Context: an optimization exercise on an open-source flow, tuned for small area, a short achievable clock period and few clock cycles per item. The choices shown serve that exercise and are no tape-out recipe. No activity file was given, so power comes from the tool's default toggle rates.

==> v1 <==
// tx_zc_phase_gen
module tx_zc_phase_gen #(
    parameter int NZC_W  = tx_zc_pkg::ZC_NZC_W_DEF,
    parameter int OUT_W  = tx_zc_pkg::ZC_OUT_W_DEF,
    parameter int INV_W  = tx_zc_pkg::ZC_INV_W_DEF,
    parameter int PH_W   = NZC_W + 5
) (
    input  logic             sys_clk,
    input  logic             rst,
    input  logic             start,
    input  logic             abort,
    input  logic [NZC_W-1:0] zc_N_zc,
    input  logic [NZC_W-1:0] zc_len,
    input  logic [NZC_W-1:0] zc_start_index,
    input  logic [PH_W-1:0]  zc_Q,
    input  logic [PH_W-1:0]  zc_P,
    input  logic [INV_W-1:0] zc_inv_T,
    input  logic             theta_ready,
    output logic             theta_valid,
    output logic [OUT_W-1:0] theta_data,
    output logic             theta_last,
    output logic             busy,
    output logic             cfg_err
);
Settings: LEC_CHECK=0, CAP_MARGIN=5, CORE_MARGIN=2, CORE_UTILIZATION=40, CTS_BUF_LIST=sky130_fd_sc_hd__clkbuf_8, CTS_CLUSTER_DIAMETER=60, CTS_CLUSTER_SIZE=20, SETUP_SLACK_MARGIN=4.3, SLEW_MARGIN=5, TNS_END_PERCENT=10; clock period 8.0 ns.
standard.sh (not shown) runs the stock make flow with config.mk's settings and CLKGATE_MAP_FILE= SYNTH_SCRIPT=/design/flow/synth_recipe.tcl, a recipe that flattens the netlist after the stock synthesis.
==> flow/flow/run.sh <==
#!/bin/bash
# The standard layout, with the ports buffered by buf_1 cells instead of the
# default choice of buffer cell.
set -euo pipefail
export BUFFER_PORTS_ARGS="-buffer_cell sky130_fd_sc_hd__buf_1"
bash standard.sh > standard.log 2>&1
==> v26: changes against v1 <==
--- a/flow/design.v
+++ b/flow/design.v
@@ -779,16 +779,14 @@
     output logic             theta_valid,
     output logic [OUT_W-1:0] theta_data,
     output logic             theta_last,
     output logic             busy,
     output logic             cfg_err
 );
-    logic        r_busy, r_pend;
-    logic        r_ck_n3, r_ck_lnz;             
-    logic [2:0]  r_ck_sl;                       
-    logic [2:0]  r_ck_q, r_ck_p;                
+    logic        r_busy, r_idle, r_cfg_err;
+    logic        r_ph_q2;    
     logic        r_ph_q2b;   
     logic        r_ph_e0;    
     logic        r_ph_run;   
     logic        r_ph_w1;    
     logic        r_ph_w2;    
     logic        r_ph_w3;    
@@ -805,17 +803,14 @@
     logic               r_wrap;  
     logic signed [16:0] r_th;    
     logic [16:0]        r_e;     
     logic [4:0]         r_z;     
     logic [4:0]         r_pm;    
     logic [13:0] w_3n;
-    logic [14:0] w_qc_a, w_qc_b, w_qc_s, w_qc_c;
-    logic [14:0] w_pc_s, w_pc_c;
-    logic [8:0]  w_qc_lo, w_pc_lo;
-    logic [6:0]  w_qc_h0, w_qc_h1, w_pc_h0, w_pc_h1;
-    logic        w_idle;
+    logic [14:0] w_qc_a, w_qc_b, w_qc_s, w_qc_c, w_qc_r;
+    logic [14:0] w_pc_s, w_pc_c, w_pc_r;
     logic [15:0] w_q2_a, w_q2_b, w_q2_s, w_q2_c, w_q2x;
     logic        w_cfg_ok, w_accept, w_adv, w_step, w_done, w_last_step;
     logic [16:0] w_t;
     logic [16:0] w_q2;
     logic [18:0] w_tha, w_thb, w_tnx, w_hnx, w_ths, w_s1, w_c1, w_ths_m, w_s2, w_c2, w_thc;
     logic [16:0] w_th_nxt;
@@ -825,35 +820,28 @@
     logic [16:0] w_e_nxt;
     logic [1:0]  w_p3;
     logic [4:0]  w_pm;
     logic [3:0]  w_zl_s;
     logic [4:0]  w_z_nxt, w_zth5;
     logic [16:0] w_zth;
-    logic [17:0] r_mul_b;        
+    logic [17:0] w_mul_b;
     logic [11:0] w_sat;
     logic [16:0] w_prod;
     logic        w_th_ld;
     logic [16:0] w_th_d;
     assign w_qc_a   = {3'b000, zc_N_zc};
     assign w_qc_b   = ~{1'b0, zc_N_zc, 2'b00};
     assign w_qc_s   = w_qc_a ^ w_qc_b ^ {1'b0, zc_Q[16:3]};
     assign w_qc_c   = {(w_qc_a[13:0] & w_qc_b[13:0]) | ((w_qc_a[13:0] | w_qc_b[13:0]) & zc_Q[16:3]), 1'b1};
+    assign w_qc_r   = w_qc_s + w_qc_c;
     assign w_pc_s   = w_qc_a ^ w_qc_b ^ {1'b0, zc_P[16:3]};
     assign w_pc_c   = {(w_qc_a[13:0] & w_qc_b[13:0]) | ((w_qc_a[13:0] | w_qc_b[13:0]) & zc_P[16:3]), 1'b1};
-    assign w_qc_lo  = {1'b0, w_qc_s[7:0]} + {1'b0, w_qc_c[7:0]};
-    assign w_qc_h0  = w_qc_s[14:8] + w_qc_c[14:8];
-    assign w_qc_h1  = w_qc_s[14:8] + w_qc_c[14:8] + 7'd1;
-    assign w_pc_lo  = {1'b0, w_pc_s[7:0]} + {1'b0, w_pc_c[7:0]};
-    assign w_pc_h0  = w_pc_s[14:8] + w_pc_c[14:8];
-    assign w_pc_h1  = w_pc_s[14:8] + w_pc_c[14:8] + 7'd1;
-    assign w_cfg_ok = r_ck_n3 && r_ck_lnz &&
-                      (r_ck_sl[2] || (r_ck_sl[1] && r_ck_sl[0])) &&
-                      (r_ck_q[2] ? r_ck_q[1] : r_ck_q[0]) &&
-                      (r_ck_p[2] ? r_ck_p[1] : r_ck_p[0]);
-    assign w_accept = r_pend && w_cfg_ok;
-    assign w_idle   = !r_busy && !w_accept;
+    assign w_pc_r   = w_pc_s + w_pc_c;
+    assign w_cfg_ok = (zc_N_zc[11:2] != '0 || zc_N_zc[1:0] == 2'd3) && (zc_len != '0) &&
+                      (zc_start_index < zc_len) && w_qc_r[14] && w_pc_r[14];
+    assign w_accept = !r_busy && start && w_cfg_ok;
     assign w_adv       = !(r_out_valid && !theta_ready);
     assign w_step      = w_adv && r_ph_run;
     assign w_last_step = (r_rem == 12'd1);
     assign w_done      = r_out_valid && r_out_last && theta_ready;
     assign w_t    = ~{r_nt3, 3'b111};
     assign w_3n    = 14'(r_nzc) + {1'b0, r_nzc, 1'b0};
@@ -905,47 +893,53 @@
     assign w_zl_s  = {1'b0, r_z[2:0]} + {1'b0, r_pm[2:0]};
     assign w_z_nxt = {add3(add3(r_z[4:3], r_pm[4:3]), {1'b0, w_zl_s[3]}), w_zl_s[2:0]};
     assign w_zth5  = (r_z[4:3] == 2'd2) ? {2'b11, r_z[2:0]} :
                      (r_z[4:3] == 2'd1 && r_z[2]) ? {2'b10, r_z[2:0]} : {1'b0, r_z[3], r_z[2:0]};
     assign w_zth   = {{12{w_zth5[4]}}, w_zth5};
     always_comb begin
-        if (r_pend)       w_th_d = '0;
+        if (r_ph_q2)      w_th_d = '0;
         else if (r_ph_w3) w_th_d = w_prod;
         else if (r_wrap)  w_th_d = w_zth;
         else              w_th_d = w_th_nxt;
     end
-    assign w_th_ld = r_pend || (w_adv && (r_ph_run || r_ph_w3));
-    always_ff @(posedge sys_clk) begin
-        r_mul_b <= ((r_ph_w1 && w_adv) || (r_ph_w2 && !w_adv)) ? {r_nzc, 6'b000000} : r_inv;
-    end
-    tx_zc_mul u_mul (.clk(sys_clk), .i_en(w_adv), .i_th(r_th), .i_inv(r_mul_b),
+    assign w_th_ld = r_ph_q2 || (w_adv && (r_ph_run || r_ph_w3));
+    assign w_mul_b = r_ph_w2 ? {r_nzc, 6'b000000} : r_inv;
+    tx_zc_mul u_mul (.clk(sys_clk), .i_en(w_adv), .i_th(r_th), .i_inv(w_mul_b),
                      .o_y(w_sat), .o_p(w_prod));
-    assign w_wrap_nxt = r_pend ? 1'b0 : (w_step ? (!r_wrap && r_mc == 12'd2) : r_wrap);
+    assign w_wrap_nxt = r_ph_q2 ? 1'b0 : (w_step ? (!r_wrap && r_mc == 12'd2) : r_wrap);
     always_ff @(posedge sys_clk) begin
         if (rst || abort) begin
             r_busy      <= 1'b0;
-            r_pend      <= 1'b0;
+            r_idle      <= 1'b1;
+            r_ph_q2     <= 1'b0;
             r_ph_q2b    <= 1'b0;
             r_ph_e0     <= 1'b0;
             r_ph_run    <= 1'b0;
             r_ph_w1     <= 1'b0;
             r_ph_w2     <= 1'b0;
             r_ph_w3     <= 1'b0;
             r_s1_valid  <= 1'b0;
             r_s1_last   <= 1'b0;
             r_s2_valid  <= 1'b0;
             r_s2_last   <= 1'b0;
             r_out_valid <= 1'b0;
             r_out_last  <= 1'b0;
+            r_cfg_err   <= 1'b0;
         end else begin
-            r_pend   <= w_idle && start;
-            r_ph_q2b <= w_accept;
-            if (w_accept) begin
-                r_busy <= 1'b1;
-            end else if (r_busy) begin
-                if (w_done) r_busy <= 1'b0;
+            r_cfg_err <= !r_busy && start && !w_cfg_ok;
+            if (!r_busy) begin
+                r_busy  <= w_accept;
+                r_idle  <= !w_accept;
+                r_ph_q2 <= w_accept;
+            end else begin
+                if (w_done) begin
+                    r_busy <= 1'b0;
+                    r_idle <= 1'b1;
+                end
+                r_ph_q2  <= 1'b0;
+                r_ph_q2b <= r_ph_q2;
                 r_ph_e0  <= r_ph_q2b;
                 if (r_ph_e0) r_ph_run <= 1'b1;
                 if (w_adv) begin
                     if (r_ph_run && (w_last_step || r_wrap)) r_ph_run <= 1'b0;
                     r_ph_w1 <= r_ph_run && !w_last_step && r_wrap;
                     r_ph_w2 <= r_ph_w1;
@@ -961,20 +955,21 @@
                 r_out_valid <= r_s2_valid;
                 r_out_last  <= r_s2_last;
             end
         end
     end
     always_ff @(posedge sys_clk) begin
-        if (w_idle) begin
+        if (r_idle) begin
             r_nzc  <= zc_N_zc;
             r_q    <= zc_Q;
             r_p    <= zc_P;
             r_inv  <= zc_inv_T;
             r_rem  <= zc_len;
             r_skip <= zc_start_index;
         end else begin
+            if (r_ph_q2)  r_nt3 <= ~w_3n;
             if (r_ph_q2b) r_q   <= ~w_q2;
             if (r_ph_e0)  r_p   <= w_e_nxt;
             if (w_step) begin
                 r_rem <= r_rem - 12'd1;
                 if (r_skip != '0) r_skip <= r_skip - 12'd1;
             end
@@ -982,25 +977,18 @@
     end
     always_ff @(posedge sys_clk) begin
         if (w_th_ld) begin
             r_th <= w_th_d;
         end
         r_wrap <= w_wrap_nxt;
-        r_ck_n3  <= (zc_N_zc[11:2] != '0) || (zc_N_zc[1:0] == 2'd3);
-        r_ck_lnz <= (zc_len != '0);
-        r_ck_sl  <= {zc_start_index[11:6] < zc_len[11:6], zc_start_index[11:6] == zc_len[11:6],
-                     zc_start_index[5:0] < zc_len[5:0]};
-        r_ck_q   <= {w_qc_lo[8], w_qc_h1[6], w_qc_h0[6]};
-        r_ck_p   <= {w_pc_lo[8], w_pc_h1[6], w_pc_h0[6]};
-        if (r_pend) begin
-            r_nt3  <= ~w_3n;
+        if (r_ph_q2) begin
             r_mc   <= r_nzc;
             r_pm   <= w_pm;
             r_z    <= w_pm;
         end
-        if (r_pend) begin
+        if (r_ph_q2) begin
             r_e <= {1'b0, w_q2x};
         end
         if (r_ph_q2b) begin
             r_e <= r_p;
         end
         if (r_ph_e0) begin
@@ -1019,9 +1007,9 @@
             r_out_data <= w_sat;
         end
     end
     assign theta_valid = r_out_valid;
     assign theta_data  = r_out_data;
     assign theta_last  = r_out_last;
-    assign busy        = r_busy || w_accept;
-    assign cfg_err     = r_pend && !w_cfg_ok;
+    assign busy        = r_busy;
+    assign cfg_err     = r_cfg_err;
 endmodule
==> flow/flow/run.sh (replaced) <==
#!/bin/bash
# The standard layout, with the ports buffered by buf_2 cells instead of the
# default choice of buffer cell.
set -euo pipefail
export BUFFER_PORTS_ARGS="-buffer_cell sky130_fd_sc_hd__buf_2"
bash standard.sh > standard.log 2>&1
==> flow/config.mk (replaced) <==
export PLATFORM = sky130hd
export DESIGN_NAME = tx_zc_phase_gen
export DESIGN_NICKNAME = tx_zc_phase_gen
export VERILOG_FILES = /design/flow/design.v
export SDC_FILE = /design/flow/constraint.sdc
export NUM_CORES = 4
export LEC_CHECK = 0
export CAP_MARGIN = 20
export CORE_MARGIN = 2
export CORE_UTILIZATION = 40
export CTS_BUF_LIST = sky130_fd_sc_hd__clkbuf_8
export CTS_CLUSTER_DIAMETER = 60
export CTS_CLUSTER_SIZE = 20
export SETUP_SLACK_MARGIN = 4.0
export SLEW_MARGIN = 20
==> results.cfg <==
[pwr]
peakVddDrop_mv = 0.2106

[critical_path]
r2r-end = u_mul.r_a[14]

[outcome]
status = no timing/DRC/antenna violations

[cells_and_area]
nClkBuffers = 38
sh_seq_area = 0.2751

[sta]
final.min_clock_period_ns = 3.697

[placed_design]
dp.final_hpwl_mm = 56.59
# the run above: v1

==> results.cfg <==
[cells_and_area]
nClkBuffers = 31
sh_seq_area = 0.2660

[pwr]
p_seq_mw = 2.12
peakVddDrop_mv = 0.1319

[outcome]
status = no timing/DRC/antenna violations

[placed_design]
dp.final_hpwl_mm = 61.21

[sta]
setup_viol = 0
final.min_clock_period_ns = 3.967

[synth]
synth_adder_area_share = 0.2660

[die]
start_util = 0.4052
# the run above: v26

Function was not checked in any run of this note: the RTL went through the layout flow alone.

========
==> quartz <==
Another version of the RTL of tx_zc_phase_gen (not shown whole).
clock: 8.0 ns
lec_check: 0
cap_margin: 20
core_margin: 2
core_utilization: 40
setup_slack_margin: 4.6
slew_margin: 20
run.sh (not shown) runs the stock make flow with config.mk's settings and CLKGATE_MAP_FILE= SYNTH_SCRIPT=/design/flow/synth_recipe.tcl, a recipe that flattens the netlist after the stock synthesis.
Stock flow here: none of the scripts above is used.
==> lagoon (differences from quartz) <==
--- a/flow/design.v
+++ b/flow/design.v
@@ -753,20 +753,18 @@
     output logic             theta_valid,
     output logic [OUT_W-1:0] theta_data,
     output logic             theta_last,
     output logic             busy,
     output logic             cfg_err
 );
-    localparam logic [2:0] PH_Q2  = 3'd0,   
-                           PH_E0  = 3'd1,   
-                           PH_RUN = 3'd2,   
-                           PH_W1  = 3'd3,   
-                           PH_W2  = 3'd4,   
-                           PH_END = 3'd5;   
     logic        r_busy, r_cfg_err;
-    logic [2:0]  r_ph;
+    logic        r_ph_q2;    
+    logic        r_ph_e0;    
+    logic        r_ph_run;   
+    logic        r_ph_w1;    
+    logic        r_ph_w2;    
     logic        r_s1_valid, r_s1_last, r_out_valid, r_out_last;
     logic [11:0] r_out_data;
     logic [11:0] r_nzc;          
     logic [13:0] r_t3;           
     logic [16:0] r_q;            
     logic [16:0] r_p;            
@@ -776,38 +774,52 @@
     logic [11:0]        r_mc;    
     logic               r_wrap;  
     logic signed [16:0] r_th;    
     logic [16:0]        r_e;     
     logic [4:0]         r_z;     
     logic [13:0] w_3n_in;
-    logic        w_cfg_ok, w_accept, w_adv, w_step, w_done;
+    logic [14:0] w_qc_a, w_qc_b, w_qc_s, w_qc_c, w_qc_r;
+    logic [14:0] w_pc_a, w_pc_b, w_pc_s, w_pc_c, w_pc_r;
+    logic        w_cfg_ok, w_accept, w_adv, w_step, w_done, w_last_step;
     logic [16:0] w_t, w_half;
     logic [17:0] w_q2x;
     logic [16:0] w_q2;
     logic [18:0] w_tha, w_thb, w_tnx, w_hnx, w_ths, w_s1, w_c1, w_ths_m, w_s2, w_c2, w_thc;
     logic [16:0] w_th_nxt;
+    logic        w_usep;
     logic [16:0] w_ea;
     logic [18:0] w_eq, w_tx, w_ed, w_s3, w_c3, w_edt;
     logic [16:0] w_e_nxt;
-    logic        w_th_ld;
-    logic [16:0] w_th_d;
     logic [1:0]  w_p3;
     logic [4:0]  w_pm;
     logic [5:0]  w_zs;
     logic [4:0]  w_z_nxt;
-    logic signed [16:0] w_zth;
+    logic [16:0] w_zth;
     logic [17:0] w_mul_b;
     logic [11:0] w_sat;
     logic [16:0] w_prod;
+    logic        w_th_ld;
+    logic [16:0] w_th_d;
     assign w_3n_in  = 14'(zc_N_zc) + {1'b0, zc_N_zc, 1'b0};
-    assign w_cfg_ok = (zc_N_zc >= 12'd3) && (zc_len != '0) && (zc_start_index < zc_len) &&
-                      (zc_Q[16:3] < w_3n_in) && (zc_P[16:3] < w_3n_in);
+    assign w_qc_a   = {3'b000, zc_N_zc};
+    assign w_qc_b   = {2'b00, zc_N_zc, 1'b0};
+    assign w_qc_s   = w_qc_a ^ w_qc_b ^ ~{1'b0, zc_Q[16:3]};
+    assign w_qc_c   = {(w_qc_a[13:0] & w_qc_b[13:0]) | ((w_qc_a[13:0] | w_qc_b[13:0]) & ~zc_Q[16:3]), 1'b0};
+    assign w_qc_r   = w_qc_s + w_qc_c;
+    assign w_pc_a   = w_qc_a;
+    assign w_pc_b   = w_qc_b;
+    assign w_pc_s   = w_pc_a ^ w_pc_b ^ ~{1'b0, zc_P[16:3]};
+    assign w_pc_c   = {(w_pc_a[13:0] & w_pc_b[13:0]) | ((w_pc_a[13:0] | w_pc_b[13:0]) & ~zc_P[16:3]), 1'b0};
+    assign w_pc_r   = w_pc_s + w_pc_c;
+    assign w_cfg_ok = (zc_N_zc[11:2] != '0 || zc_N_zc[1:0] == 2'd3) && (zc_len != '0) &&
+                      (zc_start_index < zc_len) && !w_qc_r[14] && !w_pc_r[14];
     assign w_accept = !r_busy && start && w_cfg_ok;
-    assign w_adv    = !(r_out_valid && !theta_ready);
-    assign w_step   = w_adv && (r_ph == PH_RUN);
-    assign w_done   = r_out_valid && r_out_last && theta_ready;
+    assign w_adv       = !(r_out_valid && !theta_ready);
+    assign w_step      = w_adv && r_ph_run;
+    assign w_last_step = (r_rem == 12'd1);
+    assign w_done      = r_out_valid && r_out_last && theta_ready;
     assign w_t    = {r_t3, 3'b000};
     assign w_half = {1'b0, r_t3, 2'b00};
     assign w_q2x = {r_q, 1'b0} - {1'b0, w_t};
     assign w_q2  = w_q2x[17] ? {r_q[15:0], 1'b0} : w_q2x[16:0];
     assign w_tha  = {r_th[16], r_th[16], r_th};
     assign w_thb  = {2'b00, r_e};
@@ -818,77 +830,87 @@
     assign w_c1   = {(w_tha[17:0] & w_thb[17:0]) | (w_tha[17:0] & w_tnx[17:0]) | (w_thb[17:0] & w_tnx[17:0]), 1'b1};
     assign w_ths_m = w_s1 + w_c1;
     assign w_s2   = w_tha ^ w_thb ^ w_hnx;
     assign w_c2   = {(w_tha[17:0] & w_thb[17:0]) | (w_tha[17:0] & w_hnx[17:0]) | (w_thb[17:0] & w_hnx[17:0]), 1'b1};
     assign w_thc  = w_s2 + w_c2;
     assign w_th_nxt = w_thc[18] ? w_ths[16:0] : w_ths_m[16:0];
-    assign w_ea   = (r_ph == PH_RUN && !r_wrap) ? r_e : r_p;
+    assign w_usep = r_ph_e0 || r_wrap;
+    assign w_ea   = w_usep ? r_p : r_e;
     assign w_eq   = ~{2'b00, r_q};
     assign w_tx   = {2'b00, w_t};
     assign w_ed   = {2'b00, w_ea} - {2'b00, r_q};
     assign w_s3   = {2'b00, w_ea} ^ w_eq ^ w_tx;
     assign w_c3   = {({1'b0, w_ea} & w_eq[17:0]) | ({1'b0, w_ea} & w_tx[17:0]) | (w_eq[17:0] & w_tx[17:0]), 1'b1};
     assign w_edt  = w_s3 + w_c3;
     assign w_e_nxt = w_ed[18] ? w_edt[16:0] : w_ed[16:0];
+    function automatic logic [1:0] add3(input logic [1:0] a, input logic [1:0] b);
+        logic [2:0] s;
+        s = {1'b0, a} + {1'b0, b};
+        if (s >= 3'd3) add3 = s[1:0] - 2'd3;
+        else           add3 = s[1:0];
+    endfunction
+    function automatic logic [1:0] red3(input logic [1:0] g);
+        if (g == 2'd3) red3 = 2'd0;
+        else           red3 = g;
+    endfunction
     always_comb begin
-        w_p3 = 2'd0;
-        for (int i = 3; i < 17; i += 2) begin
-            logic [2:0] s;
-            logic [1:0] g;
-            g = (i + 1 < 17) ? {r_p[i+1], r_p[i]} : {1'b0, r_p[i]};
-            s = 3'(w_p3) + 3'((g == 2'd3) ? 2'd0 : g);
-            w_p3 = (s >= 3'd3) ? 2'(s - 3'd3) : s[1:0];
-        end
+        logic [1:0] r0, r1, r2, r3, r4, r5, r6;
+        r0 = red3(r_p[4:3]);   r1 = red3(r_p[6:5]);   r2 = red3(r_p[8:7]);
+        r3 = red3(r_p[10:9]);  r4 = red3(r_p[12:11]); r5 = red3(r_p[14:13]);
+        r6 = red3(r_p[16:15]);
+        w_p3 = add3(add3(add3(r0, r1), add3(r2, r3)), add3(add3(r4, r5), r6));
     end
     assign w_pm = {w_p3, r_p[2:0]};
     assign w_zs    = 6'(r_z) + 6'(w_pm);
     assign w_z_nxt = (w_zs >= 6'd24) ? 5'(w_zs - 6'd24) : w_zs[4:0];
     assign w_zth   = (r_z >= 5'd12) ? 17'($signed({1'b0, r_z}) - 17'sd24) : 17'($signed({1'b0, r_z}));
-    assign w_mul_b = (r_ph == PH_W1) ? {r_nzc, 6'b000000} : r_inv;
     always_comb begin
         w_th_ld = 1'b1;
         w_th_d  = w_th_nxt;
-        if (r_ph == PH_Q2)                 w_th_d = '0;
-        else if (w_step && r_wrap)         w_th_d = w_zth;
-        else if (w_step)                   w_th_d = w_th_nxt;
-        else if (w_adv && r_ph == PH_W2)   w_th_d = w_prod;
-        else                               w_th_ld = 1'b0;
+        if (r_ph_q2)                  w_th_d = '0;
+        else if (w_step && r_wrap)    w_th_d = w_zth;
+        else if (w_step)              w_th_d = w_th_nxt;
+        else if (w_adv && r_ph_w2)    w_th_d = w_prod;
+        else                          w_th_ld = 1'b0;
     end
+    assign w_mul_b = r_ph_w1 ? {r_nzc, 6'b000000} : r_inv;
     tx_zc_mul u_mul (.clk(sys_clk), .i_en(w_adv), .i_ld(w_th_ld), .i_th(w_th_d), .i_inv(w_mul_b),
                      .o_y(w_sat), .o_p(w_prod));
     always_ff @(posedge sys_clk) begin
         if (rst || abort) begin
             r_busy      <= 1'b0;
+            r_ph_q2     <= 1'b0;
+            r_ph_e0     <= 1'b0;
+            r_ph_run    <= 1'b0;
+            r_ph_w1     <= 1'b0;
+            r_ph_w2     <= 1'b0;
             r_s1_valid  <= 1'b0;
             r_s1_last   <= 1'b0;
             r_out_valid <= 1'b0;
             r_out_last  <= 1'b0;
             r_cfg_err   <= 1'b0;
-            r_ph        <= PH_Q2;
         end else begin
             r_cfg_err <= !r_busy && start && !w_cfg_ok;
             if (!r_busy) begin
-                r_busy <= w_accept;
-                r_ph   <= PH_Q2;
+                r_busy  <= w_accept;
+                r_ph_q2 <= w_accept;
             end else begin
                 if (w_done) r_busy <= 1'b0;
-                case (r_ph)
-                    PH_Q2:  r_ph <= PH_E0;
-                    PH_E0:  r_ph <= PH_RUN;
-                    PH_RUN: if (w_adv) begin
-                                if (r_rem == 12'd1) r_ph <= PH_END;
-                                else if (r_wrap)    r_ph <= PH_W1;
-                            end
-                    PH_W1:  if (w_adv) r_ph <= PH_W2;
-                    PH_W2:  if (w_adv) r_ph <= PH_RUN;
-                    default: ;
-                endcase
+                r_ph_q2 <= 1'b0;
+                r_ph_e0 <= r_ph_q2;
+                if (r_ph_e0) r_ph_run <= 1'b1;
+                if (w_adv) begin
+                    if (r_ph_run && (w_last_step || r_wrap)) r_ph_run <= 1'b0;
+                    r_ph_w1 <= r_ph_run && !w_last_step && r_wrap;
+                    r_ph_w2 <= r_ph_w1;
+                    if (r_ph_w2) r_ph_run <= 1'b1;
+                end
             end
             if (w_adv) begin
                 r_s1_valid  <= w_step && (r_skip == '0);
-                r_s1_last   <= (r_rem == 12'd1);
+                r_s1_last   <= w_last_step;
                 r_out_valid <= r_s1_valid;
                 r_out_last  <= r_s1_last;
             end
         end
     end
     always_ff @(posedge sys_clk) begin
@@ -898,29 +920,29 @@
             r_q    <= zc_Q;
             r_p    <= zc_P;
             r_inv  <= zc_inv_T;
             r_rem  <= zc_len;
             r_skip <= zc_start_index;
         end else begin
-            if (r_ph == PH_Q2) r_q <= w_q2;
+            if (r_ph_q2) r_q <= w_q2;
             if (w_step) begin
                 r_rem <= r_rem - 12'd1;
                 if (r_skip != '0) r_skip <= r_skip - 12'd1;
             end
         end
     end
     always_ff @(posedge sys_clk) begin
         if (w_th_ld) begin
             r_th <= w_th_d;
         end
-        if (r_ph == PH_Q2) begin
+        if (r_ph_q2) begin
             r_mc   <= r_nzc;
             r_wrap <= 1'b0;
             r_z    <= w_pm;
         end
-        if (r_ph == PH_E0) begin
+        if (r_ph_e0) begin
             r_e <= w_e_nxt;
         end
         if (w_step) begin
             r_e <= w_e_nxt;
             if (r_wrap) begin
                 r_z    <= w_z_nxt;
--- a/flow/config.mk
+++ b/flow/config.mk
@@ -5,8 +5,7 @@
 export SDC_FILE = /design/flow/constraint.sdc
 export NUM_CORES = 4
 export LEC_CHECK = 0
 export CAP_MARGIN = 20
 export CORE_MARGIN = 2
 export CORE_UTILIZATION = 40
-export SETUP_SLACK_MARGIN = 4.6
 export SLEW_MARGIN = 20
==> yarrow (differences from quartz) <==
--- a/flow/config.mk
+++ b/flow/config.mk
@@ -5,8 +5,7 @@
 export SDC_FILE = /design/flow/constraint.sdc
 export NUM_CORES = 4
 export LEC_CHECK = 0
 export CAP_MARGIN = 20
 export CORE_MARGIN = 2
 export CORE_UTILIZATION = 40
-export SETUP_SLACK_MARGIN = 4.6
 export SLEW_MARGIN = 20
==> comparison table <==
metric	quartz	lagoon	yarrow
Status	complete, but fails checks	no timing/DRC/antenna violations	complete, but fails checks
Reasons for failing layout checks	setup timing	-	setup timing
Clk latency of the worst-skew pair	0.56 ns	0.56 ns	0.57 ns
Fraction of area in multi-input gates	0.558	0.570	0.561
Final-layout clock buffer total	46	45	41
Non-Filler Cell Area, Final	0.0348 mm2	0.0298 mm2	0.0296 mm2
Non-clock inverter count	361	377	361
Worst slack, placed	-0.690 ns	2.28 ns	-0.692 ns
#MultiIn Comb	1901	1889	1883
Effective utilization at floorplan	0.405	0.406	0.405
Pin count of the biggest net entering global routing	91	86	79
Antenna violations before repair	2	2	0
Post-layout instance count excluding filler cells	3830	3589	3585
Max Clock Skew	0.0264 ns	0.0214 ns	0.0222 ns
Seq power	1.84 mW	1.96 mW	1.84 mW
Met2 capacity usage during global routing	0.407	0.356	0.364
Ratio of routed vias to standard cells	5.61	5.56	5.49
Gate Count Post-Synth	2629	2655	2629
Worst setup path start	r_p[3]	r_p[3]	r_p[6]
Critical Path Fanout Max	5	6	5
Grt met1 use	0.308	0.279	0.282
Cell Pwr Density	275 mW/mm2	222 mW/mm2	300 mW/mm2
No run of this note included a check of the RTL's function; only the layout flow was run.

==> afterwards: timing with drivers on the ports <==
In the flow no input, the clock included, has a driving cell. The finished layouts below were timed again as built, in two steps.
Step 1 assumes that a clkbuf_16 drives the clock port and a buf_2 every other input.
Step 2 times the ports against the registers' clock, not the clock port: input delays grow and output delays shrink by t, the midpoint of the rising clock arrivals with the driver on.
Slacks: ideal / step 1 / step 2; pairs: ideal / step 1.
| run | t (ns) | setup WS [ns] | slew at the worst register clock pin (ns) | cell pins on the clock port's net |
|---|---|---|---|---|
| v1 | 0.670 | 4.303 / 4.303 / 3.789 | 0.12 / 0.12 | 1 |
| v26 | 0.722 | 4.033 / 4.033 / 3.590 | 0.11 / 0.11 | 1 |
| quartz | 0.610 | -0.565 / -0.565 / -0.565 | 0.06 / 0.06 | 1 |
| lagoon | 0.611 | 2.289 / 2.289 / 2.289 | 0.08 / 0.08 | 1 |
| yarrow | 0.623 | -0.637 / -0.637 / -0.637 | 0.06 / 0.06 | 1 |
For v1, which loses most, drivers alone change the setup slack by 0.000 ns; drivers and shift together by -0.514 ns.
